This is an optimization exercise on Yosys and OpenROAD, whose aim is small area and a short achievable clock period, not a production implementation.
Where RTL was checked, it was by simulation tests only, not by an equivalence proof against the original.
Only the layout flow was run in runs 2, 3 and 6; the RTL was not checked for function there.
Power is estimated from default activity; no workload was simulated.

## flow/design.v

```verilog
module fft_frame_buffer #(
  parameter int unsigned DATA_W = 16,
  parameter int unsigned N_LOG2 = 6
) (
  input  logic              clk,
  input  logic              rst,
  input  logic [DATA_W-1:0] sample_in,
  input  logic              sample_valid,
  input  logic              frame_ready,
  output logic [DATA_W-1:0] dataOut,
  output logic              FFT_en,
  output logic              frame_start,
  output logic              overflow
);
  localparam int unsigned N = 1 << N_LOG2;
  localparam int unsigned R = 8;    
  logic                state_q;
  logic [1:0]          full_q, full_d;
  logic                wr_bank_q, rd_bank_q;
  logic [N_LOG2-1:0]   wr_idx_q, rd_idx_q;
  logic                start_c, issue_c, last_c;
  logic                bank_free_c, accept_c, drop_c, wr_last_c;
  logic [DATA_W-1:0]   ring_q [2][R][R];    
  logic [DATA_W-1:0]   stg_q [R];           
  logic [2:0]          t_q;                 
  logic [2:0]          u_c;                 
  logic                eq0_c, eq1_c;
  logic                ins_c [2][R];
  logic                odd_q;               
  logic [1:0]          tpos_q;              
  logic [1:0]          tp_c;
  logic [N_LOG2-1:0]   ti_c;
  logic [2:0]          tring_c;
  logic [DATA_W-1:0]   tap_c, dly_q;
  function automatic logic [2:0] rev3(input logic [2:0] a);
    rev3 = {a[0], a[1], a[2]};
  endfunction
  always_comb begin
    issue_c     = state_q;
    last_c      = state_q && (rd_idx_q == N_LOG2'(N - 1));
    start_c     = !state_q && full_q[rd_bank_q] && frame_ready;
    bank_free_c = !full_q[wr_bank_q] || (last_c && (rd_bank_q == wr_bank_q));
    accept_c    = sample_valid && bank_free_c;
    drop_c      = sample_valid && !bank_free_c;
    wr_last_c   = accept_c && (wr_idx_q == N_LOG2'(N - 1));
  end
  always_comb begin
    full_d = full_q;
    for (int b = 0; b < 2; b++) begin
      if (last_c && (rd_bank_q == 1'(b))) begin
        full_d[b] = 1'b0;
      end
      if (wr_last_c && (wr_bank_q == 1'(b))) begin
        full_d[b] = 1'b1;
      end
    end
  end
  always_ff @(posedge clk) begin
    if (rst) begin
      state_q   <= 1'b0;
      full_q    <= '0;
      wr_bank_q <= 1'b0;
      wr_idx_q  <= '0;
      rd_bank_q <= 1'b0;
      rd_idx_q  <= '0;
      overflow  <= 1'b0;
    end else begin
      full_q <= full_d;
      if (start_c) begin
        state_q <= 1'b1;
      end else if (last_c) begin
        state_q <= 1'b0;
      end
      if (accept_c) begin
        wr_idx_q <= wr_idx_q + N_LOG2'(1);
        if (wr_last_c) begin
          wr_bank_q <= ~wr_bank_q;
        end
      end
      if (drop_c) begin
        overflow <= 1'b1;
      end
      if (start_c) begin
        rd_idx_q <= '0;
      end else if (issue_c) begin
        rd_idx_q <= rd_idx_q + N_LOG2'(1);
      end
      if (last_c) begin
        rd_bank_q <= ~rd_bank_q;
      end
    end
  end
  always_ff @(posedge clk) begin
    for (int r = 0; r < R; r++) begin
      if (accept_c && (wr_idx_q[2:0] == 3'(r))) begin
        stg_q[r] <= sample_in;
      end
    end
  end
  always_ff @(posedge clk) begin
    t_q <= t_q + 3'd1;
  end
  always_comb begin
    u_c   = rev3(t_q + 3'd1);
    eq0_c = (wr_idx_q[5:3] == u_c);
    eq1_c = (wr_idx_q[5:3] == u_c + 3'd1);
    for (int r = 0; r < R; r++) begin
      logic older, dbank;
      older = (3'(r) >= wr_idx_q[2:0]);
      dbank = wr_bank_q ^ (older && (wr_idx_q[5:3] == 3'd0));
      for (int b = 0; b < 2; b++) begin
        ins_c[b][r] = (dbank == 1'(b)) && (older ? eq1_c : eq0_c);
      end
    end
  end
  always_ff @(posedge clk) begin
    for (int b = 0; b < 2; b++) begin
      for (int r = 0; r < R; r++) begin
        for (int p = 1; p < R; p++) begin
          ring_q[b][r][p] <= ring_q[b][r][p-1];
        end
        ring_q[b][r][0] <= ins_c[b][r] ? stg_q[r] : ring_q[b][r][R-1];
      end
    end
  end
  always_ff @(posedge clk) begin
    if (start_c) begin
      odd_q  <= ~t_q[0];
      tpos_q <= t_q[2:1] + 2'(t_q[0]);
    end
  end
  always_comb begin
    tp_c    = state_q ? tpos_q : t_q[2:1];
    ti_c    = !state_q ? '0 : (odd_q ? rd_idx_q + N_LOG2'(1) : rd_idx_q);
    tring_c = rev3(ti_c[5:3]);
    tap_c   = '0;
    for (int b = 0; b < 2; b++) begin
      for (int r = 0; r < R; r++) begin
        logic [DATA_W-1:0] x;
        x = '0;
        for (int p = 0; p < R / 2; p++) begin
          x = x | (ring_q[b][r][2*p] & {DATA_W{tp_c == 2'(p)}});
        end
        tap_c = tap_c | (x & {DATA_W{rd_bank_q == 1'(b) && tring_c == 3'(r)}});
      end
    end
  end
  always_ff @(posedge clk) begin
    dly_q   <= tap_c;
    dataOut <= (state_q && !odd_q) ? tap_c : dly_q;
    if (rst) begin
      FFT_en      <= 1'b0;
      frame_start <= 1'b0;
    end else begin
      FFT_en      <= issue_c;
      frame_start <= issue_c && (rd_idx_q == '0);
    end
  end
endmodule
```

## flow/run.sh

```bash
#!/bin/bash
# synth_recipe.tcl (not shown) runs the flow's synth.tcl, then flattens the netlist and writes it again
# the make line also repeats each setting of config.mk as NAME=value (left out here)
make -C /OpenROAD-flow-scripts/flow DESIGN_CONFIG=/design/flow/config.mk WORK_HOME=/design/flow/orfs CLKGATE_MAP_FILE= SYNTH_SCRIPT=/design/flow/synth_recipe.tcl finish
```

## flow/config.mk

```make
export PLATFORM = sky130hd
export DESIGN_NAME = fft_frame_buffer
export DESIGN_NICKNAME = fft_frame_buffer
export VERILOG_FILES = /design/flow/design.v
export SDC_FILE = /design/flow/constraint.sdc
export NUM_CORES = 4
export LEC_CHECK = 0
export CAP_MARGIN = 20
export CORE_MARGIN = 2
export CORE_UTILIZATION = 40
export PLACE_DENSITY = 0.6
export SLEW_MARGIN = 20
```

## flow/constraint.sdc

```tcl
create_clock -name core_clock -period 4.5 [get_ports {clk}]
set_input_delay 0.9000 -clock core_clock [delete_from_list [all_inputs] [get_ports {clk}]]
set_output_delay 0.9000 -clock core_clock [all_outputs]
set_load 0.01 [all_outputs]
```

==> run notes, run 1 <==
- The hold violation total from the final report was 0.
- The worst hold margin is 309.3 ps.
- The number of antenna violations at the first check in global routing was 3.
- At the pin with the least slew margin, the transition time is 1169 ps.
- The flow ran to the end and the layout has no timing, DRC or antenna violations.
- The number of search-and-repair iterations in the first detailed-routing pass is 6.
- Global routing consumed, over all layers together, 17.19% of the routing resources.
- Clock tree synthesis selected as its root buffer the cell sky130_fd_sc_hd__clkbuf_16.
- The adder-cell area share of the yosys netlist is 0.1494%.
- The total CTS buffers is 204.
- The final total power is 37.51 mW.
- The most instantiated flip-flop cell in the synthesis netlist is sky130_fd_sc_hd__dfxtp_1.
- TritonCTS built the clock tree.
- In this run the remaining antenna-violating nets after routing total 0.
- The highest layer touched by signal routing is met4.
- The total area inside the core boundary comes to 0.1456 mm^2.
- Wire segments on met2 add up to 59.14 mm in the final route.
- Counting flops and latches in the post-synthesis netlist gives 2234.
- Entering global routing, the biggest net connects 56 pins.
- When the netlist entered floorplanning its net count stood at 3392.
- The worst setup path is launched from a register.
- The filler cells instantiated in the layout total 12.36k.
- During synthesis, Yosys emitted a total of 4 warnings.
- The die height is 386.8 um.
- The insertion delay to the later sink of the worst-skew pair is 820 ps.
- After the first detailed-routing iteration, the DRC count stood at 1985.
- Hold repair after CTS inserted 0 buffers.
- The via count of the first global-routing pass is 27.47k.
- In the synthesized netlist the async set-or-reset flop fraction comes to 0%.
- The worst-path maximum fanout is 19.
- The power per standard cell area is 546.6 mW/mm^2.
- The final count of pins violating max slew came to 0.
- The sum of negative setup slack is 0 ps.
- In this run the biggest area consumer among cell types represents 71.83% of the synthesized area.
- The area growth from synthesis to layout is 17.09%.
- The synthesized area per cell is 17.42 um^2.
- The tool flagged a number of max-cap violations equal to 0.
- The critical setup path kind is register to register.
- The portion of synthesized area spent on multiplexers is 15.69%.
- The post-synthesis instance total is 3365.
- The headroom to the max-slew limit is 21.87%.
- The total inserted antenna cells is 0.
- For this configuration, the core starts out at a cell density of 40.26%.
- The die width is 386.8 um.
- The nature of the critical path endpoint is a register.
- The final count of negative-setup-slack endpoints is 0.
- The analysis attributes to cell leakage a power of 26.74 nW.
- Between clock sinks in the finished design, the worst skew comes to 37.74 ps.
- The congestion estimate from routability-driven global placement came to 0.8187.
- Dividing the final minimum period by the clock period gives 83.46%.
- The met3 layer wire length in the routed design is 4.982 mm.
- The share of synthesized area occupied by flip-flops and latches is 78.54%.
- The post-layout minimum cycle time is 3756 ps.
- Counting cells, the worst reg-to-reg path comes to 7.
- After detailed routing, the average wire length per cell comes to 22.86 um.
- The first global-routing pass estimated 188.4 mm of wire.
- After clock tree synthesis, the clock-pin slew on the worst setup and hold paths is 60 ps.
- The full die area is 0.1496 mm^2.
- The worst hold path passes through 0 cells.
- For this block, the via count after detailed routing is 26.86k.
- The deepest level of the CTS H-tree is 4.
- After floorplanning, the core was divided into 140 placement rows.
- The fraction of final layout cells sized beyond drive strength 1 is 25.66%.
- After synthesis, the netlist uses 72 different library cells.
- At the worst endpoint, the required time is 5190 ps.
- Global routing finished with a remaining overflow of 0.
- The number of placed I/O pins is 39.
- The data arrival time of the critical path is 4450 ps.
- The total standard cell area after synthesis is 0.05861 mm^2.
- Across the VDD grid, the largest voltage drop is 412.1 uV.
- The worst hold path belongs to the class register to register.
- The half-perimeter wire length after placement is 80.10 mm.
- The post-cts repair resize count is 0.
- The number of sinks handled by clock tree synthesis is 2234.
- No sink is reached through more buffers than the 3 on the longest clock path.
- The routed length on met1 is 61.92 mm.
- In the routed design, unresolved DRC markers number 0.
- In the routed layout, each cell is associated on average with a via count of 4.748.
- After synthesis, the largest family of logic cells by area is multiplexers.
- Input and output buffers added on the ports amount to 38.
- The fraction of synthesized cell area in xor and xnor cells is 0.2540%.
- Based on the critical path, the design can be clocked at up to 266.3 MHz.
- Once the clock tree was built, the setup fixing pass inserted 0 buffers.
- The synthesized design spends more area on one cell type than any other, namely sky130_fd_sc_hd__dfxtp_1.
- The number of nets in the final layout is 3588.
- Ranked by total cell area, the synthesized netlist is headed by sky130_fd_sc_hd__dfxtp_1 (72%), sky130_fd_sc_hd__mux4_2 (9.7%), sky130_fd_sc_hd__edfxtp_1 (6.7%).
- The synthesized design contains 131 enable-type register cells.
- The final layout contains routed wiring with a total length of 129.4 mm.
- The synthesized netlist devotes 2.256% of its cell area to compound gates.
- Setup repair after global routing left no endpoint under its margin.
- Of the total synthesized cell area, the portion taken by AND, OR, NAND and NOR gates is 1.977%.
flip-flops by register name, summed over array words and instances, names as in the netlist, 2 cells and up:
signal    flops
ring_q     2048
stg_q       128
dataOut      16
dly_q        16
rd_idx_q      6
wr_idx_q      6
t_q           3
full_q        2
tpos_q        2
routing by layer:
layer | global-route usage [%] | vias up
met5 | 0 | -
met4 | 5.412 | 0
met3 | 3.162 | 212
met2 | 26.77 | 578
met1 | 24.34 | 13730
li1 | - | 12350
per-stage QoR:
| stage | cells | worst slack [ps] | utilization (%) | cell area (um^2) |
|---|---|---|---|---|
| finish | 5658 | 744.3 | 47.14 | 68630 |
| global route | 5658 | 609.6 | 47.14 | 68630 |
| CTS | 5658 | 825.3 | 47.14 | 68630 |
| detailed placement | 5272 | 850.7 | 42.38 | 61690 |
| global placement | 5272 | 969.2 | 42.38 | 61690 |
| floorplan | 3365 | 1215 | - | 58610 |
layout make-up:
| type | instances | area [um^2] | share of cell area (%) |
|---|---|---|---|
| Tap cell | 1917 | 2399 | 3.495 |
| Sequential cell | 2234 | 46030 | 67.08 |
| Clock inverter | 65 | 683.2 | 0.9955 |
| Clock buffer | 321 | 6252 | 9.111 |
| Multi-Input combinational cell | 990 | 12050 | 17.56 |
| Timing Repair Buffer | 116 | 1154 | 1.681 |
| Inverter | 15 | 56.30 | 0.08204 |
kinds of logic (layout without fill, tap and decap cells):
family,Yosys count,in the layout
flops,2234,2234
mux,567,567
simple gates,219,219
compound gates,180,180
buf+inv,141,517
xor+xnor,17,17
fa+ha+maj,7,7
synthesized netlist by cell type (all sizes together), types with 5 or more instances:
cell type and instances:
mux2i 37, ha 7, inv 14, buf 87, nor3 10, or3 6
a221oi 13, edfxtp 131, nor2 42, a22oi 41, clkbuf 39, dfxtp 2103
and3 18, a32oi 10, nand3 51, a31oi 5, nor4 8, mux4 253
a22o 15, nand4 10, mux2 277, a21oi 39, and2 13, xnor2 10
o21ai 12, nand2 39, xor2 7
worst paths after layout:
check                    start      endpoint  slack (ps)
hold reg to reg   ring_q[3][3]  ring_q[4][3]         310
setup reg to reg   rd_idx_q[4]    dataOut[3]         740
hold / removal    ring_q[3][3]  ring_q[4][3]         310
setup / recovery   rd_idx_q[4]    dataOut[3]         740
power by group:
| group | internal, mW | total [mW] | switching, mW |
|---|---|---|---|
| Combinational | 0.0286 | 0.116 | 0.0874 |
| Sequential | 20.0 | 20.0 | 0.0159 |
| Clock | 10.1 | 17.4 | 7.29 |
critical path: stages (launching register included):
cell and delay [ps]:
sky130_fd_sc_hd__dfxtp_1 590, sky130_fd_sc_hd__nand4_1 320, sky130_fd_sc_hd__or3_1 670, sky130_fd_sc_hd__nand2_2 740, sky130_fd_sc_hd__nor2_1 430, sky130_fd_sc_hd__a221oi_1 390
sky130_fd_sc_hd__nand4_1 180, sky130_fd_sc_hd__mux2_2 300
placed cells by master, fill, tap and decap left out, drive strengths merged, types with 12 or more instances in the layout:
cell type | netlist | routed
a221oi | 13 | 13
a21oi | 39 | 39
dfxtp | 2103 | 2103
clkbuf | 39 | 321
nand3 | 51 | 51
nand2 | 39 | 39
inv | 14 | 24
mux2 | 277 | 277
mux2i | 37 | 37
edfxtp | 131 | 131
nor2 | 42 | 42
clkdlybuf4s50 | 0 | 38
a22oi | 41 | 41
clkinv | 1 | 44
a22o | 15 | 15
and3 | 18 | 18
buf | 87 | 78
mux4 | 253 | 253
o21ai | 12 | 12
and2 | 13 | 13
==> run 2: changes to the inputs <==
--- a/flow/design.v
+++ b/flow/design.v
@@ -27,10 +27,10 @@
   logic                eq0_c, eq1_c;
   logic                ins_c [2][R];
   logic                odd_q;               
-  logic [1:0]          tpos_q;              
-  logic [1:0]          tp_c;
+  logic [R/2-1:0]      tp_q;                
+  logic [2*R-1:0]      sel_q;               
   logic [N_LOG2-1:0]   ti_c;
-  logic [2:0]          tring_c;
+  logic                tb_c;
   logic [DATA_W-1:0]   tap_c, dly_q;
   function automatic logic [2:0] rev3(input logic [2:0] a);
     rev3 = {a[0], a[1], a[2]};
@@ -125,24 +125,40 @@
   end
   always_ff @(posedge clk) begin
     if (start_c) begin
-      odd_q  <= ~t_q[0];
-      tpos_q <= t_q[2:1] + 2'(t_q[0]);
+      odd_q <= ~t_q[0];
     end
   end
   always_comb begin
-    tp_c    = state_q ? tpos_q : t_q[2:1];
-    ti_c    = !state_q ? '0 : (odd_q ? rd_idx_q + N_LOG2'(1) : rd_idx_q);
-    tring_c = rev3(ti_c[5:3]);
-    tap_c   = '0;
+    if (state_q && !last_c) begin
+      ti_c = rd_idx_q + (odd_q ? N_LOG2'(2) : N_LOG2'(1));
+    end else begin
+      ti_c = '0;
+    end
+    tb_c = rd_bank_q ^ last_c;
+  end
+  always_ff @(posedge clk) begin
+    for (int p = 0; p < R / 2; p++) begin
+      if (!(state_q && !last_c)) begin
+        tp_q[p] <= (t_q[2:1] + 2'(t_q[0]) == 2'(p));
+      end
+    end
     for (int b = 0; b < 2; b++) begin
       for (int r = 0; r < R; r++) begin
-        logic [DATA_W-1:0] x;
-        x = '0;
-        for (int p = 0; p < R / 2; p++) begin
-          x = x | (ring_q[b][r][2*p] & {DATA_W{tp_c == 2'(p)}});
+        sel_q[b*R + r] <= (tb_c == 1'(b)) && (rev3(ti_c[5:3]) == 3'(r));
+      end
+    end
+  end
+  always_comb begin
+    tap_c = '0;
+    for (int p = 0; p < R / 2; p++) begin
+      logic [DATA_W-1:0] x;
+      x = '0;
+      for (int b = 0; b < 2; b++) begin
+        for (int r = 0; r < R; r++) begin
+          x = x | (ring_q[b][r][2*p] & {DATA_W{sel_q[b*R + r]}});
         end
-        tap_c = tap_c | (x & {DATA_W{rd_bank_q == 1'(b) && tring_c == 3'(r)}});
       end
+      tap_c = tap_c | (x & {DATA_W{tp_q[p]}});
     end
   end
   always_ff @(posedge clk) begin
==> run 2 against run 1 <==
Non-clock buffer count decreased by 34. First-iteration DRC count increased by 37%. Largest power group unchanged. Still clean on timing, DRC and antenna. Clock-buffer cell count down 14. Sequential share of layout area increased by 2.9 points. Design area down 3.3%. Critical path depth is 2 higher. Global-route usage rose by 2.4 points. Via count up 7.1%. Synthesized area down 2.8%. Clock power hardly changed. Critical path type unchanged. Clock skew down 14 ps. Highest routed layer unchanged. Synthesized cell count up 6.1%.
==> run notes, run 2 <==
- The number of warning messages in the yosys log is 4 (unchanged).
- The overall routed net length is 144.4 mm (+12%).
- The average wire per standard cell is 25.09 um (+9.7%).
- The half-perimeter wire length after placement came to 87.26 mm (+8.9%).
- The worst min-delay path class is register to register.
- The post-CTS repair timing setup buffer count is 0 (unchanged).
- The number of nets in the final layout is 3728 (+3.9%).
- The die height is 381.4 um (-1.4%).
- The hold violation total from the final report was 0 (unchanged).
- The async set or reset register ratio after synthesis is 0% (unchanged).
- The number of nets produced by synthesis is 3603 (+6.2%).
- The number of flip-flops under the largest register name is 2048 (unchanged).
- The number of violations of the max-capacitance limit is 0 (unchanged).
- The maximum number of pins on one net before global-route repair was 56 (unchanged).
- The setup slack of the critical path after layout was 978.5 ps (+234.1 ps).
- The number of antenna violations at the first check in global routing is 9 (+6).
- The met3 layer wire length in the routed design is 9.586 mm (+92%).
- The clock input transition at the sequential cells of the worst setup and hold paths is 70 ps (about the same).
- Setup repair after global routing left no endpoint under its margin.
- The final count of pins violating max slew is 0 (unchanged).
- The maximum clock skew at final layout is 23.30 ps (-14.43 ps).
- The flip-flop and latch area came to 0.04647 mm^2 (+0.96%).
- The count of placed standard cells including taps is 5383 (+2.1%).
- The number of sinks handled by clock tree synthesis is 2252 (+0.81%).
- The slew at the pin with the worst max-slew slack is 1210 ps (+40.96 ps).
- The number of buffers on the longest clock path is 3 (unchanged).
- The portion of total power attributed to the clock network is 45.4% (-1.0 points).
- The final RePlAce weighted congestion was 0.8136 (-0.62%).
- The fmax was 284.0 MHz (+6.6%).
- The synthesized area per cell is 15.96 um^2 (-8.3%).
- The post-route non-filler standard cell count is 5755 (+1.7%).
- The combinational fraction of design power is 0.5% (+0.2 points).
- The largest total area in the synthesized netlist belongs to sky130_fd_sc_hd__dfxtp_1.
- The total vias in the final route is 28.77k (+7.1%).
- The total DRC errors in the routed layout is 0 (unchanged).
- Compared with the post-synthesis result, the final layout area differs by 16.49%.
- The global route total overflow is 0 (unchanged).
- The final core area utilization came to 46.94% (-0.21 points).
- The routed via count divided by cell count is 4.999 (+5.3%).
- The CTS tree is built.
- The count of routing violations after the opening detailed-route iteration is 2712 (+37%).
- The library cells used most frequently in the layout, excluding fill and tap cells, are sky130_fd_sc_hd__dfxtp_1 (2103), sky130_fd_sc_hd__clkbuf_16 (206), sky130_fd_sc_hd__mux2_2 (204).
- The switching part of the total is 19.87% (+0.15 points).
- Routed signal wires occupy layers up through met4.
- The number of placed I/O pins is 39 (unchanged).
- The run finished with no timing, DRC or antenna violations.
- The largest registers in the layout are ring_q: 2048 flops, stg_q: 128 flops.
- The floorplan core area was 0.1414 mm^2 (-2.9%).
- The number of flip-flops and latches in the synthesized netlist is 2252 (+0.81%).
- The fraction of final layout cells sized beyond drive strength 1 is 17.18% (-8.5 points).
- The post-synthesis cell type count came to 56 (-22%).
- The via count of the first global-routing pass is 29.00k (+5.6%).
- The detailed route wirelength on metal2 is 63.41 mm (+7.2%).
- The nature of the critical path endpoint is a register.
- The number of enable flip-flop cells after synthesis is 133 (+1.5%).
- The count of hold buffers inserted by post-cts repair is 0 (unchanged).
- The final count of negative-setup-slack endpoints is 0 (unchanged).
- The share of synthesized area occupied by flip-flops and latches is 81.46% (+2.9 points).
- The part of the power in registers is 54.1% (+0.8 points).
- The worst-path maximum fanout was 10 (-9).
- The site row count is 138 (-1.4%).
- The headroom to the max-slew limit is 19.32% (-2.5 points).
- The worst IR drop on VDD is 353.8 uV (-14%).
- The net load switching power is 7.595 mW (+2.7%).
- The post-layout minimum cycle time is 3522 ps (-234.1 ps).
- The total CTS buffers is 199 (-2.5%).
- The deepest level of the CTS H-tree is 4 (unchanged).
- The leading cell type in the layout, fill and taps excluded is sky130_fd_sc_hd__dfxtp_1.
- The critical setup path kind is register to register.
- The worst setup path is launched from a register.
- The insertion delay to the later sink of the worst-skew pair came to 810 ps (about the same).
- The routed length on met1 is 67.74 mm (+9.4%).
- The static leakage is 25.82 nW (-3.4%).
- The die width is 381.4 um (-1.4%).
- For this run, the leading register cell type out of synthesis is sky130_fd_sc_hd__dfxtp_1.
- The global-route wire length before repair is 204.5 mm (+8.6%).
- The sum of negative setup slack is 0 ps (unchanged).
- The total internal power was 30.63 mW (+1.7%).
- The data required time of the worst path was 5190 ps (about the same).
- Among all cell types in the netlist, the one instantiated most often is sky130_fd_sc_hd__dfxtp_1.
- The number of search-and-repair iterations in the first detailed-routing pass was 5 (-1).
- The data arrival time of the critical path is 4220 ps (-230 ps).
- Yosys attributes the largest share of cell area to sky130_fd_sc_hd__dfxtp_1 (74%), sky130_fd_sc_hd__edfxtp_1 (7.0%), sky130_fd_sc_hd__mux2_2 (4.0%).
- The root cell of the clock tree is sky130_fd_sc_hd__clkbuf_16.
- Sorting the synthesized cells by how often they occur yields sky130_fd_sc_hd__dfxtp_1 (2119), sky130_fd_sc_hd__mux2_2 (204), sky130_fd_sc_hd__a221oi_1 (193).
- The initial core utilization came to 40.29% (about the same).
- The fraction of post-synthesis cell area in the top cell type by area is 74.45% (+2.6 points).
- The full die area is 0.1455 mm^2 (-2.8%).
- The fraction of the cycle the final worst path needs was 78.26% (-5.2 points).
- The post-cts repair resize count is 0 (unchanged).
- The count of filler cells inserted in the layout is 12.01k (-2.8%).
- The top register by number of flip-flops is ring_q.
- The footprint of the multi-input gates was 0.009842 mm^2 (-18%).
- The post-detailed-route count of antenna-violating nets came to 0 (unchanged).
- The power per standard cell area is 575.9 mW/mm^2 (+5.4%).
- The post-synthesis instance total is 3569 (+6.1%).
- The combined global-route utilization of all metal layers is 19.55% (+2.4 points).
- The worst slack after detailed placement came to 1005 ps (+154.6 ps).
- The total standard cell area after synthesis is 0.05698 mm^2 (-2.8%).
- The number of buffers added on ports is 38 (unchanged).
[run 2: changes by cell type after synthesis, moves of 36 or more]
cell	previous run	this run
sky130_fd_sc_hd__mux4_2	253	1
sky130_fd_sc_hd__a221oi_1	13	193
sky130_fd_sc_hd__a22o_1	15	192
sky130_fd_sc_hd__a22oi_1	40	144
sky130_fd_sc_hd__mux2_2	267	204
sky130_fd_sc_hd__buf_2	66	6
sky130_fd_sc_hd__clkbuf_1	39	88
sky130_fd_sc_hd__mux2_4	0	47
sky130_fd_sc_hd__buf_1	8	44
sky130_fd_sc_hd__nand3_1	51	87
[run 2: layer usage]
layer | global-route usage (%) | up-vias
li1 | - | 13060
met1 | 28.14 | 14430
met2 | 29.74 | 1055
met3 | 3.646 | 226
met4 | 6.178 | 0
met5 | 0 | -
[run 2: layout make-up]
type / instances / area share (%)
Clock inverter: 60 / 1.186
Sequential cell: 2252 / 70.02
Tap cell: 1890 / 3.563
Inverter: 13 / 0.07352
Multi-Input combinational cell: 1146 / 14.83
Timing Repair Buffer: 82 / 1.127
Antenna cell: 5 / 0.01885
Clock buffer: 307 / 9.182
[run 2: path summary, 6_finish.rpt]
| kind | slack, ps | cells after the start | startpoint | endpoint |
|---|---|---|---|---|
| setup / recovery | 980 | 9 | t_q[0] | ring_q[104][10] |
| setup reg to reg | 980 | 9 | t_q[0] | ring_q[104][10] |
| hold / removal | 310 | 0 | ring_q[123][8] | ring_q[124][8] |
| hold reg to reg | 310 | 0 | ring_q[123][8] | ring_q[124][8] |
[run 2: logic make-up (layout without fill, tap and decap cells)]
| family | after synthesis | after routing | synth area share [%] |
|---|---|---|---|
| xor+xnor | 21 | 21 | 0.3623 |
| compound gates | 597 | 597 | 8.665 |
| simple gates | 247 | 247 | 2.249 |
| other cells | 0 | 5 | 0 |
| fa+ha+maj | 14 | 14 | 0.3074 |
| mux | 267 | 267 | 5.600 |
| flops | 2252 | 2252 | 81.46 |
| buf+inv | 171 | 462 | 1.353 |
[run 2: power groups by stage]
stage               clock network, mW  registers, mW  logic, mW
finish                           17.4           20.7      0.173
global route                     18.4           20.7      0.183
CTS                              17.6           20.7      0.175
detailed placement                  0           21.1      0.173
global placement                    0           21.1      0.170
floorplan                           0           21.0     0.0856
[run 2: critical path, cell delays in order (launching register included)]
cell                      delay (ps)
sky130_fd_sc_hd__dfxtp_1         430
sky130_fd_sc_hd__ha_1            350
sky130_fd_sc_hd__xor2_1          310
sky130_fd_sc_hd__ha_1            310
sky130_fd_sc_hd__xnor2_1         300
sky130_fd_sc_hd__nand3_2         120
sky130_fd_sc_hd__buf_4           260
sky130_fd_sc_hd__o21ai_4         610
sky130_fd_sc_hd__buf_4           330
sky130_fd_sc_hd__mux2_2          360
[run 2: per-stage QoR]
step / hold slack (ps) / area [um^2] / power (mW)
2_1_floorplan: 309.6 / 56980 / 21.13
3_3_place_gp: 309.7 / 59460 / 21.30
3_5_place_dp: 312.1 / 59480 / 21.31
4_1_cts: 302.9 / 66360 / 38.45
5_1_grt: 314.5 / 66360 / 39.27
6_report: 307.5 / 66370 / 38.22
==> run 3: changes to the inputs <==
--- a/flow/config.mk
+++ b/flow/config.mk
@@ -9,4 +9,5 @@
 export CORE_MARGIN = 2
 export CORE_UTILIZATION = 40
 export PLACE_DENSITY = 0.6
+export SETUP_SLACK_MARGIN = 2.0
 export SLEW_MARGIN = 20
==> run 3 against run 2 <==
Still clean. Sequential power about the same. Final cell count increased by 1.5%. Clock-buffer cell count is 9 lower. Core utilization up 1.3 points. Synthesized area is the same. Hold slack better by 11 ps.
==> run notes, run 3 <==
- The worst hold margin was 318.2 ps (+10.75 ps).
- The post-layout minimum cycle time is 2665 ps (-856.9 ps).
- The combinational fraction of design power is 0.6% (about the same).
- The worst min-delay path class is register to register.
- The number of sinks handled by clock tree synthesis is 2252 (unchanged).
- The worst slack after detailed placement came to 1147 ps (+142.0 ps).
- By area the synthesized netlist is led by sky130_fd_sc_hd__dfxtp_1 (74%), sky130_fd_sc_hd__edfxtp_1 (7.0%), sky130_fd_sc_hd__mux2_2 (4.0%).
- The number of buffers on the longest clock path is 3 (unchanged).
- The cell count of the worst hold path is 0 (unchanged).
- The count of routing violations after the opening detailed-route iteration came to 2999 (+11%).
- The async set or reset register ratio after synthesis is 0% (unchanged).
- The static leakage is 26.88 nW (+4.1%).
- The post-synthesis instance total came to 3569 (unchanged).
- The data arrival time of the critical path is 3360 ps (-860 ps).
- The net load switching power is 7.717 mW (+1.6%).
- The slew at the pin with the worst max-slew slack came to 811.3 ps (-398.9 ps).
- The headroom to the max-slew limit is 45.92% (+27 points).
- The startpoint identified for the worst register-to-register timing path is t_q[1].
- The length in cells of the worst reg-to-reg path is 9 (unchanged).
- The data required time of the worst path is 5190 ps (about the same).
- The maximum number of pins on one net before global-route repair is 46 (-18%).
- The worst-path maximum fanout is 8 (-2).
- The share of synthesized area occupied by flip-flops and latches is 81.46% (unchanged).
- The portion of total power attributed to the clock network is 45.7% (+0.3 points).
- The total CTS buffers is 201 (+1.0%).
- The fmax is 375.3 MHz (+32%).
- The count of filler cells inserted in the layout is 11.83k (-1.5%).
- The number of antenna violations at the first check in global routing was 17 (+8).
- The run finished with no timing, DRC or antenna violations.
- The average wire per standard cell is 26.44 um (+5.4%).
- The critical path in this run is classified as register to register.
- The routed via count divided by cell count is 5.084 (+1.7%).
- The most used flip-flop cell after synthesis is sky130_fd_sc_hd__dfxtp_1.
- The total DRC errors in the routed layout is 0 (unchanged).
- The number of nets produced by synthesis came to 3603 (unchanged).
- The total vias in the final route is 29.68k (+3.2%).
- The overall routed net length is 154.4 mm (+7.0%).
- The half-perimeter wire length after placement is 89.37 mm (+2.4%).
- The synthesized area per cell is 15.96 um^2 (unchanged).
- The path with the worst hold slack has its endpoint at ring_q[60][3].
- The total internal power was 30.83 mW (+0.64%).
- From synthesis to final layout, the design area changed by 19.82%.
- The launch instance of the worst min-delay path is ring_q[59][3].
- The final count of negative-setup-slack endpoints is 0 (unchanged).
- The number of warning messages in the yosys log is 4 (unchanged).
- The final total power was 38.54 mW (+0.83%).
- The worst IR drop on VDD came to 326.2 uV (-7.8%).
- The cell accounting for the most synthesized area is sky130_fd_sc_hd__dfxtp_1.
- The global-route wire length before repair came to 214.3 mm (+4.8%).
- The switching part of the total is 20.02% (+0.15 points).
- In the final layout, the registers with the most flip-flops are ring_q: 2048 flops, stg_q: 128 flops.
- The final count of pins violating max slew is 0 (unchanged).
- The kind of start point of the critical path is a register.
- By count the netlist is led by sky130_fd_sc_hd__dfxtp_1 (2119), sky130_fd_sc_hd__mux2_2 (204), sky130_fd_sc_hd__a221oi_1 (193).
- The die width is 381.4 um (unchanged).
- The via count of the first global-routing pass is 29.84k (+2.9%).
- The floorplan core area was 0.1414 mm^2 (unchanged).
- The hold violation total from the final report is 0 (unchanged).
- The post-detailed-route count of antenna-violating nets is 0 (unchanged).
- The top register by number of flip-flops is ring_q.
- The final RePlAce weighted congestion is 0.8033 (-1.3%).
- Setup repair after global routing could not meet its margin everywhere.
- The number of flip-flops under the largest register name was 2048 (unchanged).
- The fraction of the cycle the final worst path needs is 59.21% (-19 points).
- The post-synthesis cell type count is 56 (unchanged).
- The combined global-route utilization of all metal layers is 20.65% (+1.1 points).
- The number of enable flip-flop cells after synthesis is 133 (unchanged).
- The maximum clock skew at final layout is 29.75 ps (+6.451 ps).
- The power per standard cell area came to 564.5 mW/mm^2 (-2.0%).
- The root cell of the clock tree is sky130_fd_sc_hd__clkbuf_16.
- The leading cell type in the layout, fill and taps excluded is sky130_fd_sc_hd__dfxtp_1.
- The post-route non-filler standard cell count came to 5839 (+1.5%).
- The number of flip-flops and latches in the synthesized netlist is 2252 (unchanged).
- The setup slack of the critical path after layout was 1835 ps (+856.9 ps).
- The library cells used most frequently in the layout, excluding fill and tap cells, are sky130_fd_sc_hd__dfxtp_1 (2096), sky130_fd_sc_hd__clkbuf_16 (209), sky130_fd_sc_hd__a22o_1 (192).
- The initial core utilization is 40.29% (unchanged).
- The count of placed standard cells including taps is 5382 (-0.019%).
- The number of search-and-repair iterations in the first detailed-routing pass is 7 (+2).
- The internal reg-to-reg setup slack is 1840 ps (+860 ps).
- The CTS tree is built.
- The total standard cell area after synthesis came to 0.05698 mm^2 (unchanged).
- The full die area is 0.1455 mm^2 (unchanged).
- The insertion delay to the later sink of the worst-skew pair was 820 ps (about the same).
- The fraction of final layout cells sized beyond drive strength 1 is 19.71% (+2.5 points).
- The number of nets in the final layout is 3809 (+2.2%).
- The most instantiated library cell after synthesis is sky130_fd_sc_hd__dfxtp_1.
- The site row count is 138 (unchanged).
- The clock input transition at the sequential cells of the worst setup and hold paths came to 70 ps (about the same).
- The number of buffers added on ports is 38 (unchanged).
- The number of placed I/O pins came to 39 (unchanged).
- The global route total overflow is 0 (unchanged).
- The fraction of post-synthesis cell area in the top cell type by area is 74.45% (unchanged).
- The nature of the critical path endpoint is a register.
- The part of the power in registers came to 53.7% (-0.4 points).
- The deepest level of the CTS H-tree is 4 (unchanged).
- The die height is 381.4 um (unchanged).
- The number of violations of the max-capacitance limit is 0 (unchanged).
- The sum of negative setup slack was 0 ps (unchanged).
- The capture point of the worst reg-to-reg path is ring_q[112][2].
-- run 3: routing by layer --
| layer | vias up | wire length (um) | part of all wire (%) | track usage (%) |
|---|---|---|---|---|
| li1 | 13220 | - | - | - |
| met1 | 14950 | 71060 | 46 | 29.90 |
| met2 | 1228 | 67760 | 44 | 30.99 |
| met3 | 277 | 10860 | 7.0 | 3.775 |
| met4 | 4 | 4704 | 3.0 | 7.085 |
| met5 | - | 25 | 0.016 | 0 |
-- run 3: worst max-delay path: stages, from the launching register on --
cell and delay, ps:
sky130_fd_sc_hd__dfxtp_4 350, sky130_fd_sc_hd__ha_4 180, sky130_fd_sc_hd__xor2_4 190, sky130_fd_sc_hd__ha_4 240, sky130_fd_sc_hd__or4_4 440, sky130_fd_sc_hd__a221oi_4 260
sky130_fd_sc_hd__nor2_2 90, sky130_fd_sc_hd__a31oi_4 240, sky130_fd_sc_hd__buf_12 230, sky130_fd_sc_hd__mux2_4 310
-- run 3: how the worst max path moves through the flow --
stage                  from         endpoint  slack [ps]  cells past startpoint
6_report             t_q[1]   ring_q[112][2]        1840                      9
3_5_place_dp   sample_valid     stg_q[3][10]        1150                      4
5_1_grt              t_q[0]    ring_q[72][4]        1780                     10
2_1_floorplan        t_q[0]  ring_q[112][10]        1810                     10
4_1_cts              t_q[1]   ring_q[112][2]        1870                      9
3_3_place_gp   sample_valid     stg_q[3][10]        1240                      4
-- run 3: timing repair --
item                                    4_1_cts  5_1_grt
cloned                                        3        3
setup buffers                                64       10
pin swaps                                    20        8
hold buffers                                  0        0
resized for setup                           113       44
endpoints found under the setup margin      413      368
-- run 3: cell type report --
class / instances / area, um^2 / share of cell area, %
antenna: 2 / 5.005 / 0.007331
sequential: 2252 / 46490 / 68.09
clock inverter: 77 / 987.2 / 1.446
tap: 1890 / 2365 / 3.464
clock buffer: 298 / 5942 / 8.704
timing repair buffer: 160 / 2053 / 3.007
inverter: 13 / 48.80 / 0.07148
multi-input combinational: 1147 / 10380 / 15.21
-- run 3: through the flow --
stage	cell area (um^2)	util [%]
CTS	67930	48.04
floorplan	57080	-
global placement	59530	42.09
finish	68270	48.28
detailed placement	59530	42.09
global route	68270	48.28
-- run 3: power by group through the flow --
stage                     Clock [mW]  Combinational (mW)  Sequential (mW)
after floorplan                    0              0.0903             21.0
after global placement             0               0.171             21.1
after detailed placement           0               0.175             21.1
after CTS                       17.8               0.210             20.7
after global routing            18.6               0.229             20.7
final                           17.6               0.217             20.7
-- run 3: cells by family after synthesis --
kind of cell,synth area share [%]
and+or+nand+nor,2.249
xor gates and xnor gates,0.3623
DFF,81.46
muxes,5.600
AOI/OAI and AO/OA,8.665
buffers and inverters,1.353
adders and majority gates,0.3074
==> run 4: changes to the inputs <==
--- a/flow/design.v
+++ b/flow/design.v
@@ -23,7 +23,7 @@
   logic [DATA_W-1:0]   ring_q [2][R][R];    
   logic [DATA_W-1:0]   stg_q [R];           
   logic [2:0]          t_q;                 
-  logic [2:0]          u_c;                 
+  logic [2:0]          u_q, u1_q;
   logic                eq0_c, eq1_c;
   logic                ins_c [2][R];
   logic                odd_q;               
@@ -98,12 +98,13 @@
     end
   end
   always_ff @(posedge clk) begin
-    t_q <= t_q + 3'd1;
+    t_q  <= t_q + 3'd1;
+    u_q  <= rev3(t_q + 3'd2);
+    u1_q <= rev3(t_q + 3'd2) + 3'd1;
   end
   always_comb begin
-    u_c   = rev3(t_q + 3'd1);
-    eq0_c = (wr_idx_q[5:3] == u_c);
-    eq1_c = (wr_idx_q[5:3] == u_c + 3'd1);
+    eq0_c = (wr_idx_q[5:3] == u_q);
+    eq1_c = (wr_idx_q[5:3] == u1_q);
     for (int r = 0; r < R; r++) begin
       logic older, dbank;
       older = (3'(r) >= wr_idx_q[2:0]);
--- a/flow/config.mk
+++ b/flow/config.mk
@@ -9,5 +9,5 @@
 export CORE_MARGIN = 2
 export CORE_UTILIZATION = 40
 export PLACE_DENSITY = 0.6
-export SETUP_SLACK_MARGIN = 2.0
+export SETUP_SLACK_MARGIN = 2.5
 export SLEW_MARGIN = 20
==> run 4 against run 3 <==
Still clean on timing, DRC and antenna. Sequential share of layout area shrank 3.4 points. Synthesized cell count is 0.36% higher. Synthesized area grew 0.97%. Sequential power grew 5%. Register-to-register slack better by 400 ps. Critical endpoint is now ring_q[72][1]. Largest power group unchanged.
==> run notes, run 4 <==
- The flow ran to the end and the layout has no timing, DRC or antenna violations.
- The async set or reset register ratio after synthesis was 0% (unchanged).
- The tightest min-delay check is of the register to register type.
- The number of search-and-repair iterations in the first detailed-routing pass is 6 (-1).
- The number of warning messages in the yosys log came to 4 (unchanged).
- TritonCTS built the clock tree.
- The post-layout minimum cycle time came to 2266 ps (-398.6 ps).
- The data required time of the worst path is 5190 ps (about the same).
- The number of nets produced by synthesis is 3613 (+0.28%).
- The root cell of the clock tree is sky130_fd_sc_hd__clkbuf_16.
- The met3 layer wire length in the routed design came to 14.34 mm (+32%).
- Ranked by total cell area, the synthesized netlist is headed by sky130_fd_sc_hd__dfxtp_1 (74%), sky130_fd_sc_hd__edfxtp_1 (6.9%), sky130_fd_sc_hd__mux2_2 (3.1%).
- The site row count came to 139 (+0.72%).
- The fraction of final layout cells sized beyond drive strength 1 is 27.01% (+7.3 points).
- The maximum number of pins on one net before global-route repair was 29 (-37%).
- The register with the most flip-flops in the final layout is ring_q.
- The count of hold buffers inserted by post-cts repair is 0 (unchanged).
- The number of enable flip-flop cells after synthesis was 133 (unchanged).
- The post-synthesis cell type count was 66 (+18%).
- The fraction of the cycle the final worst path needs is 50.36% (-8.9 points).
- The die height was 383.2 um (+0.48%).
- The number of flip-flops under the largest register name is 2048 (unchanged).
- The launch instance of the worst register-to-register path is wr_idx_q[3].
- The count of routing violations after the opening detailed-route iteration is 3301 (+10%).
- The area growth from synthesis to layout is 25.48%.
- The overall routed net length came to 171.5 mm (+11%).
- The half-perimeter wire length after placement is 89.88 mm (+0.57%).
- The fraction of post-synthesis cell area in the top cell type by area is 73.95% (-0.51 points).
- The number of violations of the max-capacitance limit is 0 (unchanged).
- The post-detailed-route count of antenna-violating nets is 0 (unchanged).
- The slew at the pin with the worst max-slew slack is 745.5 ps (-65.78 ps).
- The initial core utilization is 40.19% (-0.099 points).
- The nature of the critical path endpoint is a register.
- The power per standard cell area is 565.4 mW/mm^2 (+0.15%).
- The number of buffers on the longest clock path is 3 (unchanged).
- The post-synthesis instance total came to 3582 (+0.36%).
- Setup repair after global routing could not meet its margin everywhere.
- The final RePlAce weighted congestion is 0.8174 (+1.8%).
- The global route total overflow is 0 (unchanged).
- The static leakage is 28.61 nW (+6.4%).
- The number of sinks handled by clock tree synthesis is 2258 (+0.27%).
- The worst hold path begins at ring_q[25][0].
- The share of synthesized area occupied by flip-flops and latches is 80.89% (-0.57 points).
- The worst-path maximum fanout is 6 (-2).
- The leading cell type in the layout, fill and taps excluded is sky130_fd_sc_hd__dfxtp_1.
- The total standard cell area after synthesis is 0.05753 mm^2 (+0.97%).
- The floorplan core area is 0.1431 mm^2 (+1.2%).
- The routed via count divided by cell count came to 5.202 (+2.3%).
- The synthesized area per cell was 16.06 um^2 (+0.60%).
- The total CTS buffers came to 205 (+2.0%).
- The number of placed I/O pins is 39 (unchanged).
- The total DRC errors in the routed layout is 0 (unchanged).
- The average wire per standard cell came to 28.42 um (+7.5%).
- The hold violation total from the final report is 0 (unchanged).
- The worst IR drop on VDD was 431.3 uV (+32%).
- The largest total area in the synthesized netlist belongs to sky130_fd_sc_hd__dfxtp_1.
- The global-route wire length before repair is 232.0 mm (+8.3%).
- The kind of start point of the critical path is a register.
- The deepest level of the CTS H-tree came to 4 (unchanged).
- The number of antenna violations at the first check in global routing is 9 (-8).
- The worst slack after detailed placement is 1359 ps (+211.3 ps).
- The detailed route wirelength on metal2 is 74.82 mm (+10%).
- Counting instances in the post-synthesis netlist gives the leading cell types as sky130_fd_sc_hd__dfxtp_1 (2125), sky130_fd_sc_hd__a221oi_1 (192), sky130_fd_sc_hd__a22o_1 (192).
- The fmax is 441.3 MHz (+18%).
- In the layout the commonest cells are sky130_fd_sc_hd__dfxtp_1 (2078), sky130_fd_sc_hd__clkbuf_16 (218), sky130_fd_sc_hd__mux2_4 (216).
- The final count of pins violating max slew is 0 (unchanged).
- The die width is 383.2 um (+0.48%).
- The maximum clock skew at final layout is 32.67 ps (+2.912 ps).
- The combined global-route utilization of all metal layers is 22.49% (+1.8 points).
- Tracing the worst setup path back leads to its startpoint at wr_idx_q[3].
- The number of buffers added on ports is 38 (unchanged).
- The setup slack of the critical path after layout is 2234 ps (+398.6 ps).
- The data arrival time of the critical path is 2960 ps (-400 ps).
- The placed standard-cell area is 0.06031 mm^2 (+1.3%).
- The critical setup path kind is register to register.
- The number of nets in the final layout is 3983 (+4.6%).
- The routed length on met1 is 75.42 mm (+6.1%).
- The final core area utilization is 50.43% (+2.2 points).
- The headroom to the max-slew limit is 50.15% (+4.2 points).
- The full die area came to 0.1469 mm^2 (+0.96%).
- The final instance area came to 0.07219 mm^2 (+5.7%).
- The insertion delay to the later sink of the worst-skew pair is 830 ps (about the same).
- The highest layer used for signal routing is met4.
- The total vias in the final route is 31.39k (+5.7%).
- The most used flip-flop cell after synthesis is sky130_fd_sc_hd__dfxtp_1.
- The via count of the first global-routing pass was 31.16k (+4.4%).
- The final count of negative-setup-slack endpoints is 0 (unchanged).
- In the final layout, the registers with the most flip-flops are ring_q: 2048 flops, stg_q: 128 flops.
- The sum of negative setup slack is 0 ps (unchanged).
- The number of flip-flops and latches in the synthesized netlist is 2258 (+0.27%).
- The clock input transition at the sequential cells of the worst setup and hold paths is 60 ps (about the same).
- The most instantiated library cell after synthesis is sky130_fd_sc_hd__dfxtp_1.
==> run 4: cell count changes in the layout (fill, tap and decap cells not counted), moves of 18 or more <==
cell,change
sky130_fd_sc_hd__buf_6,+57
sky130_fd_sc_hd__o21ai_2,+18
sky130_fd_sc_hd__dfxtp_1,-18
sky130_fd_sc_hd__o21ai_0,-29
sky130_fd_sc_hd__a221oi_2,+37
sky130_fd_sc_hd__dlygate4sd2_1,-19
sky130_fd_sc_hd__mux2_2,-120
sky130_fd_sc_hd__buf_12,+36
sky130_fd_sc_hd__o21ai_1,+18
sky130_fd_sc_hd__a221oi_1,-38
sky130_fd_sc_hd__buf_4,+46
sky130_fd_sc_hd__mux2_4,+128
==> run 4: worst paths after layout <==
kind / endpoint / slack [ps] / cells past startpoint
max: ring_q[72][1] / 2230 / 10
min: ring_q[26][0] / 310 / 0
max reg2reg: ring_q[72][1] / 2230 / 10
min reg2reg: ring_q[26][0] / 310 / 0
==> run 4: area by class of cell <==
class                      instances  area [um^2]
clock inverter                    76        927.1
tap                             1903         2381
clock buffer                     307         6233
antenna                            3        7.507
fill                           11550        70950
multi-input combinational       1156        11640
inverter                          15        67.56
timing repair buffer             316         4255
sequential                      2258        46670
==> run 4: worst max-delay path, cell delays in order (launching register included) <==
cell and delay [ps]:
sky130_fd_sc_hd__dfxtp_4 390, sky130_fd_sc_hd__or2_4 270, sky130_fd_sc_hd__a21oi_4 150, sky130_fd_sc_hd__buf_12 140, sky130_fd_sc_hd__buf_6 100, sky130_fd_sc_hd__o41ai_4 60
sky130_fd_sc_hd__buf_4 190, sky130_fd_sc_hd__a22oi_4 230, sky130_fd_sc_hd__buf_6 170, sky130_fd_sc_hd__buf_12 130, sky130_fd_sc_hd__mux2_4 300
==> run 4: kinds of logic (layout without fill, tap and decap cells) <==
kind of cell,Yosys count,after routing,share of synthesized area [%]
xor gates and xnor gates,20,20,0.3306
adders and majority gates,11,11,0.2392
DFF,2258,2258,80.89
muxes,261,261,5.751
and+or+nand+nor,245,246,2.247
other,0,3,0
buffers and inverters,169,714,1.394
AOI/OAI and AO/OA,618,618,9.148
==> run 4: what timing repair did <==
| action | 4_1_cts | 5_1_grt |
|---|---|---|
| buffers inserted | 179 | 32 |
| resized for setup | 424 | 170 |
| pin swaps | 41 | 56 |
| endpoints found under the hold margin | 0 | 0 |
| cloned | 8 | 5 |
| endpoints found under the setup margin | 454 | 435 |
==> run 4: through the flow <==
step	hold slack [ps]	power, mW	std cells
after floorplan	309.6	22.48	3582
after global placement	309.6	22.93	5420
after detailed placement	312.1	22.95	5424
after CTS	310.6	40.84	5994
after global routing	311.9	41.90	6031
final	309.4	40.81	6034
==> run 4: where the power goes <==
| group | internal, mW | switching (mW) | total (mW) |
|---|---|---|---|
| clock | 10.5 | 7.54 | 18.1 |
| sequential | 21.2 | 0.580 | 21.8 |
| combinational | 0.524 | 0.390 | 0.914 |
==> run 4: per-layer routing <==
| layer | vias up | track usage, % |
|---|---|---|
| met5 | - | 0 |
| met4 | 0 | 9.208 |
| met3 | 383 | 5.078 |
| met2 | 1455 | 33.54 |
| met1 | 15910 | 31.49 |
| li1 | 13640 | - |
==> run 5: changes to the inputs <==
--- a/flow/config.mk
+++ b/flow/config.mk
@@ -9,5 +9,5 @@
 export CORE_MARGIN = 2
 export CORE_UTILIZATION = 40
 export PLACE_DENSITY = 0.6
-export SETUP_SLACK_MARGIN = 2.5
+export SETUP_SLACK_MARGIN = 2.2
 export SLEW_MARGIN = 20
==> run 5 against run 4 <==
Non-clock buffer count decreased by 140. Design area is 5.0% lower. Clock power decreased by 4%. Setup slack worse by 94 ps. Still clean on timing, DRC and antenna. Largest power group unchanged. Synthesized area is the same. First-iteration DRC count is 3.5% lower. Fmax fell by 4.0%.
==> run notes, run 5 <==
- The flow ran to the end and the layout has no timing, DRC or antenna violations.
- Setup repair after global routing could not meet its margin everywhere.
- The number of sinks handled by clock tree synthesis is 2258 (unchanged).
- The data arrival time of the critical path is 3030 ps (+70 ps).
- The hold violation total from the final report was 0 (unchanged).
- The synthesized area per cell was 16.06 um^2 (unchanged).
- The largest total area in the synthesized netlist belongs to sky130_fd_sc_hd__dfxtp_1.
- The power per standard cell area is 582.7 mW/mm^2 (+3.1%).
- The data required time of the worst path is 5170 ps (-20 ps).
- The number of warning messages in the yosys log is 4 (unchanged).
- Leaving out fill and tap cells, the most frequent cells in the layout are sky130_fd_sc_hd__dfxtp_1 (2095), sky130_fd_sc_hd__clkbuf_16 (211), sky130_fd_sc_hd__a22o_1 (192).
- The die height came to 383.2 um (unchanged).
- The final total power is 39.97 mW (-2.1%).
- The number of nets in the final layout is 3836 (-3.7%).
- The net load switching power is 8.323 mW (-2.2%).
- The leading cell type in the layout, fill and taps excluded is sky130_fd_sc_hd__dfxtp_1.
- The part of the power in registers is 54.5% (+1.0 points).
- The number of violations of the max-capacitance limit is 0 (unchanged).
- The final core area utilization is 47.93% (-2.5 points).
- The worst min-delay path class is register to register.
- The average wire per standard cell is 26.86 um (-5.5%).
- The overall routed net length is 158.1 mm (-7.8%).
- The most instantiated flip-flop cell in the synthesis netlist is sky130_fd_sc_hd__dfxtp_1.
- The final count of negative-setup-slack endpoints is 0 (unchanged).
- The fmax is 423.7 MHz (-4.0%).
- TritonCTS built the clock tree.
- The number of buffers on the longest clock path is 3 (unchanged).
- The post-layout minimum cycle time is 2360 ps (+94.14 ps).
- The post-detailed-route count of antenna-violating nets was 0 (unchanged).
- The full die area is 0.1469 mm^2 (unchanged).
- The insertion delay to the later sink of the worst-skew pair was 830 ps (about the same).
- The routed via count divided by cell count is 5.103 (-1.9%).
- The static leakage is 26.85 nW (-6.1%).
- From synthesis to final layout, the design area changed by 19.24%.
- The initial core utilization is 40.19% (unchanged).
- The fraction of final layout cells sized beyond drive strength 1 is 20.76% (-6.2 points).
- The number of flip-flops under the largest register name is 2048 (unchanged).
- Ranked by instance count, the synthesized netlist is headed by sky130_fd_sc_hd__dfxtp_1 (2125), sky130_fd_sc_hd__a221oi_1 (192), sky130_fd_sc_hd__a22o_1 (192).
- Ranked by total cell area, the synthesized netlist is headed by sky130_fd_sc_hd__dfxtp_1 (74%), sky130_fd_sc_hd__edfxtp_1 (6.9%), sky130_fd_sc_hd__mux2_2 (3.1%).
- The half-perimeter wire length after placement was 90.14 mm (+0.28%).
- The worst-path maximum fanout is 11 (+5).
- The cell sitting at the root of the clock tree is a sky130_fd_sc_hd__clkbuf_16.
- The global-route wire length before repair is 216.2 mm (-6.8%).
- The post-synthesis instance total is 3582 (unchanged).
- The die width is 383.2 um (unchanged).
- The combinational fraction of design power came to 1.9% (-0.3 points).
- The worst IR drop on VDD is 319.8 uV (-26%).
- The total internal power is 31.65 mW (-2.0%).
- The site row count is 139 (unchanged).
- The critical setup path kind is register to register.
- The number of enable flip-flop cells after synthesis was 133 (unchanged).
- The count of routing violations after the opening detailed-route iteration is 3187 (-3.5%).
- The number of search-and-repair iterations in the first detailed-routing pass was 5 (-1).
- The total DRC errors in the routed layout is 0 (unchanged).
- In the final layout, the registers with the most flip-flops are ring_q: 2048 flops, stg_q: 128 flops.
- The share of synthesized area occupied by flip-flops and latches is 80.89% (unchanged).
- The internal reg-to-reg setup slack is 2140 ps (-90 ps).
- The total CTS buffers is 199 (-2.9%).
- The kind of start point of the critical path is a register.
- The count of filler cells inserted in the layout was 11.95k (+3.5%).
- The fraction of post-synthesis cell area in the top cell type by area came to 73.95% (unchanged).
- The headroom to the max-slew limit was 44.28% (-5.9 points).
- The final count of pins violating max slew came to 0 (unchanged).
- The number of buffers added on ports is 38 (unchanged).
- The global route total overflow is 0 (unchanged).
- The number of placed I/O pins is 39 (unchanged).
- The count of hold buffers inserted by post-cts repair is 0 (unchanged).
- The number of nets produced by synthesis was 3613 (unchanged).
- The total vias in the final route is 30.03k (-4.3%).
- The fraction of the cycle the final worst path needs is 52.45% (+2.1 points).
- The number of antenna violations at the first check in global routing is 9 (unchanged).
- The total standard cell area after synthesis was 0.05753 mm^2 (unchanged).
- The deepest level of the CTS H-tree is 4 (unchanged).
- The combined global-route utilization of all metal layers was 20.80% (-1.7 points).
- The sum of negative setup slack is 0 ps (unchanged).
- The most instantiated library cell after synthesis is sky130_fd_sc_hd__dfxtp_1.
- The maximum number of pins on one net before global-route repair is 33 (+14%).
- ring_q holds more flip-flops than any other register.
- The final RePlAce weighted congestion came to 0.8157 (-0.21%).
- The switching part of the total is 20.82% (-0.024 points).
- The async set or reset register ratio after synthesis was 0% (unchanged).
- The maximum clock skew at final layout is 30.41 ps (-2.262 ps).
- The via count of the first global-routing pass is 29.78k (-4.4%).
- The number of flip-flops and latches in the synthesized netlist is 2258 (unchanged).
- The clock input transition at the sequential cells of the worst setup and hold paths came to 60 ps (about the same).
- STA classifies the critical path endpoint as a register.
- The slew at the pin with the worst max-slew slack is 835.9 ps (+90.37 ps).
- The portion of total power attributed to the clock network came to 43.6% (-0.7 points).
- The post-synthesis cell type count is 66 (unchanged).
- The floorplan core area came to 0.1431 mm^2 (unchanged).
## run 5: cell counts after synthesis
No cell type changed its count.
## run 5: worst max-delay path, stage by stage, from the launching register on
cell and delay, ps:
sky130_fd_sc_hd__edfxtp_1 890, sky130_fd_sc_hd__buf_4 480, sky130_fd_sc_hd__o21ai_0 280, sky130_fd_sc_hd__a41oi_1 500
## run 5: worst paths after layout
path                        end          start  cells past startpoint
hold reg to reg   ring_q[90][9]  ring_q[89][9]                      0
hold / removal    ring_q[90][9]  ring_q[89][9]                      0
setup / recovery    dataOut[10]        tp_q[0]                      3
setup reg to reg    dataOut[10]        tp_q[0]                      3
## run 5: routing by layer
layer	wire (um)	GRT usage, %	vias to the layer above
met2	69050	31.25	1231
li1	-	-	13340
met5	10	0	-
met3	11020	3.558	272
met1	73600	30.34	15180
met4	4405	6.810	2
## run 5: cells by family (layout without fill, tap and decap cells)
| family | Yosys count | after routing | synth area share, % |
|---|---|---|---|
| mux | 261 | 261 | 5.751 |
| flops | 2258 | 2258 | 80.89 |
| compound gates | 618 | 618 | 9.148 |
| xor+xnor | 20 | 20 | 0.3306 |
| other cells | 0 | 4 | 0 |
| simple gates | 245 | 245 | 2.247 |
| buf+inv | 169 | 565 | 1.394 |
| fa+ha+maj | 11 | 11 | 0.2392 |
## run 5: power by group through the flow
stage	Sequential, mW	Clock [mW]	Combinational (mW)
after floorplan	21.9	0	0.531
after global placement	22.2	0	0.688
after detailed placement	22.2	0	0.712
after CTS	21.8	17.6	0.756
after global routing	21.9	18.4	0.823
final	21.8	17.4	0.771
## run 5: cell type report
cell class | instances | area, um^2 | area share (%)
Multi-Input combinational cell | 1155 | 10460 | 15.25
Clock inverter | 83 | 938.4 | 1.368
Timing Repair Buffer | 176 | 2191 | 3.194
Sequential cell | 2258 | 46630 | 67.98
Antenna cell | 4 | 10.01 | 0.01459
Inverter | 15 | 62.56 | 0.09120
Clock buffer | 291 | 5921 | 8.631
Tap cell | 1903 | 2381 | 3.471
## run 5: per-stage QoR
| step | area (um^2) | worst slack (ps) | hold WS (ps) | cells |
|---|---|---|---|---|
| detailed placement | 60270 | 1302 | 312.1 | 5426 |
| global route | 68590 | 2148 | 323.2 | 5881 |
| CTS | 68290 | 2076 | 317.1 | 5869 |
| finish | 68600 | 2140 | 315.1 | 5885 |
| global placement | 60140 | 1339 | 309.6 | 5419 |
| floorplan | 57660 | 2214 | 309.6 | 3582 |
## run 5: timing repair
| item | in CTS | in global routing |
|---|---|---|
| pin swaps | 19 | 1 |
| gates resized for setup | 119 | 35 |
| setup buffers | 67 | 12 |
| cloned | 2 | 0 |
| setup endpoints to repair | 379 | 263 |
==> run 6: changes to the inputs <==
--- a/flow/design.v
+++ b/flow/design.v
@@ -26,7 +26,8 @@
   logic [2:0]          u_q, u1_q;
   logic                eq0_c, eq1_c;
   logic                ins_c [2][R];
-  logic                odd_q;               
+  logic                odd_c;               
+  logic                direct_q;            
   logic [R/2-1:0]      tp_q;                
   logic [2*R-1:0]      sel_q;               
   logic [N_LOG2-1:0]   ti_c;
@@ -124,25 +125,24 @@
       end
     end
   end
-  always_ff @(posedge clk) begin
-    if (start_c) begin
-      odd_q <= ~t_q[0];
-    end
-  end
   always_comb begin
+    odd_c = t_q[0] ^ rd_idx_q[0];
     if (state_q && !last_c) begin
-      ti_c = rd_idx_q + (odd_q ? N_LOG2'(2) : N_LOG2'(1));
+      ti_c = rd_idx_q + (odd_c ? N_LOG2'(2) : N_LOG2'(1));
     end else begin
       ti_c = '0;
     end
     tb_c = rd_bank_q ^ last_c;
   end
   always_ff @(posedge clk) begin
+    logic [2:0] pn;
+    logic       burst_next;
+    pn         = (state_q && !last_c) ? t_q - rd_idx_q[2:0] : t_q + 3'd1;
+    burst_next = start_c || (state_q && !last_c);
     for (int p = 0; p < R / 2; p++) begin
-      if (!(state_q && !last_c)) begin
-        tp_q[p] <= (t_q[2:1] + 2'(t_q[0]) == 2'(p));
-      end
+      tp_q[p] <= (pn[2:1] == 2'(p));
     end
+    direct_q <= burst_next && !pn[0];
     for (int b = 0; b < 2; b++) begin
       for (int r = 0; r < R; r++) begin
         sel_q[b*R + r] <= (tb_c == 1'(b)) && (rev3(ti_c[5:3]) == 3'(r));
@@ -164,7 +164,7 @@
   end
   always_ff @(posedge clk) begin
     dly_q   <= tap_c;
-    dataOut <= (state_q && !odd_q) ? tap_c : dly_q;
+    dataOut <= direct_q ? tap_c : dly_q;
     if (rst) begin
       FFT_en      <= 1'b0;
       frame_start <= 1'b0;
--- a/flow/config.mk
+++ b/flow/config.mk
@@ -8,6 +8,8 @@
 export CAP_MARGIN = 20
 export CORE_MARGIN = 2
 export CORE_UTILIZATION = 40
+export CTS_CLUSTER_DIAMETER = 80
+export CTS_CLUSTER_SIZE = 30
 export PLACE_DENSITY = 0.6
 export SETUP_SLACK_MARGIN = 2.2
 export SLEW_MARGIN = 20
==> run 6 against run 5 <==
Sequential share of layout area increased by 4.7 points. Fmax increased by 2.8%. Synthesized area decreased by 0.58%. Combinational power increased by 17%. Die area decreased by 0.58%. Hold slack got worse by 5.0 ps. Critical path type unchanged. Register-to-register slack improved by 60 ps. Clock power decreased by 41%. Sequential cell count unchanged. Clock skew increased by 7.8 ps. Routed wire length decreased by 1.7%. Setup slack improved by 64 ps.
==> run notes, run 6 <==
- The maximum clock skew at final layout is 38.18 ps (+7.773 ps).
- The number of search-and-repair iterations in the first detailed-routing pass came to 5 (unchanged).
- The number of violations of the max-capacitance limit is 0 (unchanged).
- The startpoint identified for the worst register-to-register timing path is wr_idx_q[1].
- The fraction of final layout cells sized beyond drive strength 1 came to 15.82% (-4.9 points).
- The largest total area in the synthesized netlist belongs to sky130_fd_sc_hd__dfxtp_1.
- The count of placed standard cells including taps is 5409 (-0.31%).
- The maximum number of pins on one net before global-route repair came to 32 (-3.0%).
- The half-perimeter wire length after placement is 88.79 mm (-1.5%).
- The worst hold path begins at ring_q[107][0].
- The number of flip-flops and latches in the synthesized netlist is 2258 (unchanged).
- The slew at the pin with the worst max-slew slack is 1166 ps (+330.4 ps).
- The total CTS buffers is 91 (-54%).
- The worst slack after detailed placement was 1293 ps (-8.370 ps).
- The number of nets produced by synthesis is 3622 (+0.25%).
- The total vias in the final route is 28.97k (-3.5%).
- The post-synthesis cell type count is 69 (+4.5%).
- The flip-flop and latch area is 0.04659 mm^2 (about the same).
- Setup repair after global routing could not meet its margin everywhere.
- The fmax is 435.6 MHz (+2.8%).
- The post-layout minimum cycle time is 2296 ps (-64.29 ps).
- The static leakage came to 24.55 nW (-8.6%).
- The number of enable flip-flop cells after synthesis came to 128 (-3.8%).
- The final core area utilization is 45.25% (-2.7 points).
- The fraction of post-synthesis cell area in the top cell type by area came to 74.56% (+0.61 points).
- The nature of the critical path endpoint is a register.
- The internal reg-to-reg setup slack was 2200 ps (+60 ps).
- The footprint of the multi-input gates came to 0.01027 mm^2 (-1.9%).
- The share of synthesized area occupied by flip-flops and latches was 81.28% (+0.39 points).
- Ranked by flip-flop count, first place goes to ring_q.
- The flow ran to the end and the layout has no timing, DRC or antenna violations.
- The global route total overflow is 0 (unchanged).
- The count of filler cells inserted in the layout is 12.26k (+2.5%).
- The overall routed net length is 155.4 mm (-1.7%).
- The count of routing violations after the opening detailed-route iteration is 2950 (-7.4%).
- The async set or reset register ratio after synthesis is 0% (unchanged).
- By area the synthesized netlist is led by sky130_fd_sc_hd__dfxtp_1 (75%), sky130_fd_sc_hd__edfxtp_1 (6.7%), sky130_fd_sc_hd__mux2_2 (4.4%).
- The first element of the critical path is wr_idx_q[1].
- The final count of pins violating max slew is 0 (unchanged).
- The synthesized area per cell is 15.94 um^2 (-0.75%).
- The data arrival time of the critical path is 2950 ps (-80 ps).
- The number of placed I/O pins is 39 (unchanged).
- The total DRC errors in the routed layout was 0 (unchanged).
- In the layout the commonest cells are sky130_fd_sc_hd__dfxtp_1 (2093), sky130_fd_sc_hd__mux2_2 (221), sky130_fd_sc_hd__a22o_1 (192).
- The number of nets in the final layout is 3725 (-2.9%).
- The average wire per standard cell came to 27.61 um (+2.8%).
- The headroom to the max-slew limit is 22.25% (-22 points).
- In the synthesized netlist, the cells that appear most often are sky130_fd_sc_hd__dfxtp_1 (2130), sky130_fd_sc_hd__mux2_2 (221), sky130_fd_sc_hd__a221oi_1 (192), sky130_fd_sc_hd__a22o_1 (192), sky130_fd_sc_hd__a22oi_1 (144).
- The number of antenna violations at the first check in global routing is 10 (+1).
- The routed via count divided by cell count was 5.146 (+0.84%).
- The delay of the slowest critical-path stage is 400 ps (-490 ps).
- The final RePlAce weighted congestion was 0.8128 (-0.36%).
- The critical setup path kind is register to register.
- The placed standard-cell area is 0.05978 mm^2 (-0.80%).
- The power per standard cell area is 510.6 mW/mm^2 (-12%).
- The signal on the critical path passes through clkinvlp_4 -> ha_1 -> o21ba_4 -> nand2_1 -> and2_4 -> o22ai_4 -> buf_12 -> buf_16 -> mux2_2.
- The insertion delay to the later sink of the worst-skew pair is 750 ps (-80 ps).
- The final total power was 32.75 mW (-18%).
- The initial core utilization is 40.34% (+0.15 points).
- The worst hold margin came to 310.1 ps (-5.047 ps).
- The most instantiated library cell after synthesis is sky130_fd_sc_hd__dfxtp_1.
- The via count of the first global-routing pass is 28.54k (-4.2%).
- The post-synthesis instance total is 3588 (+0.17%).
- The number of warning messages in the yosys log is 4 (unchanged).
- The die width was 382.1 um (-0.29%).
- The post-route non-filler standard cell count was 5630 (-4.3%).
- The largest registers in the layout are ring_q: 2048 flops, stg_q: 128 flops.
- The area growth from synthesis to layout is 12.15%.
- The sum of negative setup slack is 0 ps (unchanged).
- The most instantiated flip-flop cell in the synthesis netlist is sky130_fd_sc_hd__dfxtp_1.
- The number of buffers added on ports is 38 (unchanged).
-- run 6: repair_timing --
action	4_1_cts	5_1_grt
resized for setup	78	43
buffers inserted	58	19
pin swaps	16	12
gates cloned	1	1
endpoints found under the hold margin	0	0
endpoints found under the setup margin	438	270
-- run 6: metal layers --
metal / wire length, um / vias up / global-route usage [%] / share of wire (%)
li1: - / 12980 / - / -
met1: 71750 / 14820 / 29.74 / 46
met2: 70810 / 956 / 32.33 / 46
met3: 8971 / 210 / 2.441 / 5.8
met4: 3847 / 6 / 5.359 / 2.5
met5: 44 / - / 0 / 0.028
-- run 6: final timing paths --
path / endpoint / cells after the start
worst min register to register: ring_q[108][0] / 0
worst max-delay path: ring_q[32][12] / 9
worst max register to register: ring_q[32][12] / 9
worst min-delay path: ring_q[108][0] / 0
-- run 6: cell type report --
class                           count  share of cell area (%)
Clock inverter                     20                  0.6632
Timing Repair Buffer              162                   3.141
Multi-Input combinational cell   1161                   16.01
Tap cell                         1890                   3.687
Clock buffer                      118                   3.741
Inverter                           17                  0.1131
Antenna cell                        4                 0.01561
Sequential cell                  2258                   72.63
-- run 6: logic make-up (layout without fill, tap and decap cells) --
family	after synthesis	count (layout)	share of synthesized area, %
flops	2258	2258	81.28
simple gates	240	240	2.199
xor+xnor	18	18	0.2756
mux	265	265	5.491
buf+inv	169	317	1.332
fa+ha+maj	14	14	0.3194
other cells	0	4	0
compound gates	624	624	9.105
-- run 6: worst max-delay path, delay by kind of cell, from the launching register on --
family / cells / cell delay (ps)
AO/OA/AOI/OAI: 2 / 530
flip-flops: 1 / 400
buffers and inverters: 3 / 390
AND/OR/NAND/NOR: 2 / 330
adder cells (fa/ha/maj): 1 / 220
multiplexers: 1 / 330
-- run 6: power breakdown --
| group | internal, mW | switching [mW] | total (mW) |
|---|---|---|---|
| logic | 0.466 | 0.434 | 0.899 |
| clock network | 4.21 | 6.09 | 10.3 |
| registers | 21.1 | 0.449 | 21.6 |

what the ideal ports hide:
The results above use ideal ports. As a check the final layouts listed here were re-extracted and re-timed, cells and wires unchanged.
Step 1 (the two cells are an assumption about what drives the block):
set clk [get_ports {clk}]
set_driving_cell -lib_cell sky130_fd_sc_hd__clkbuf_16 $clk
set_driving_cell -lib_cell sky130_fd_sc_hd__buf_2 [delete_from_list [all_inputs] $clk]
Step 2 times the ports against the registers' clock, not the clock port: input delays grow and output delays shrink by t, the midpoint of the rising clock arrivals with the driver on.
Three values: ideal ports, drivers, drivers and shift; two values: the first two.
run	shift t [ns]	setup slack, ns	slew at the worst register clock pin (ns)
run 1	0.883	0.744 / 0.744 / 0.744	0.07 / 0.07
run 2	0.878	0.978 / 0.978 / 0.978	0.07 / 0.07
run 3	0.876	1.835 / 1.835 / 1.654	0.07 / 0.07
run 4	0.893	2.234 / 2.223 / 1.828	0.07 / 0.07
run 5	0.889	2.140 / 2.140 / 1.602	0.07 / 0.07
run 6	0.797	2.204 / 2.193 / 1.742	0.11 / 0.11
After both steps setup and hold are still met in every run listed. For run 5, which loses most, drivers alone change the setup slack by 0.000 ns; drivers and shift together by -0.538 ns.
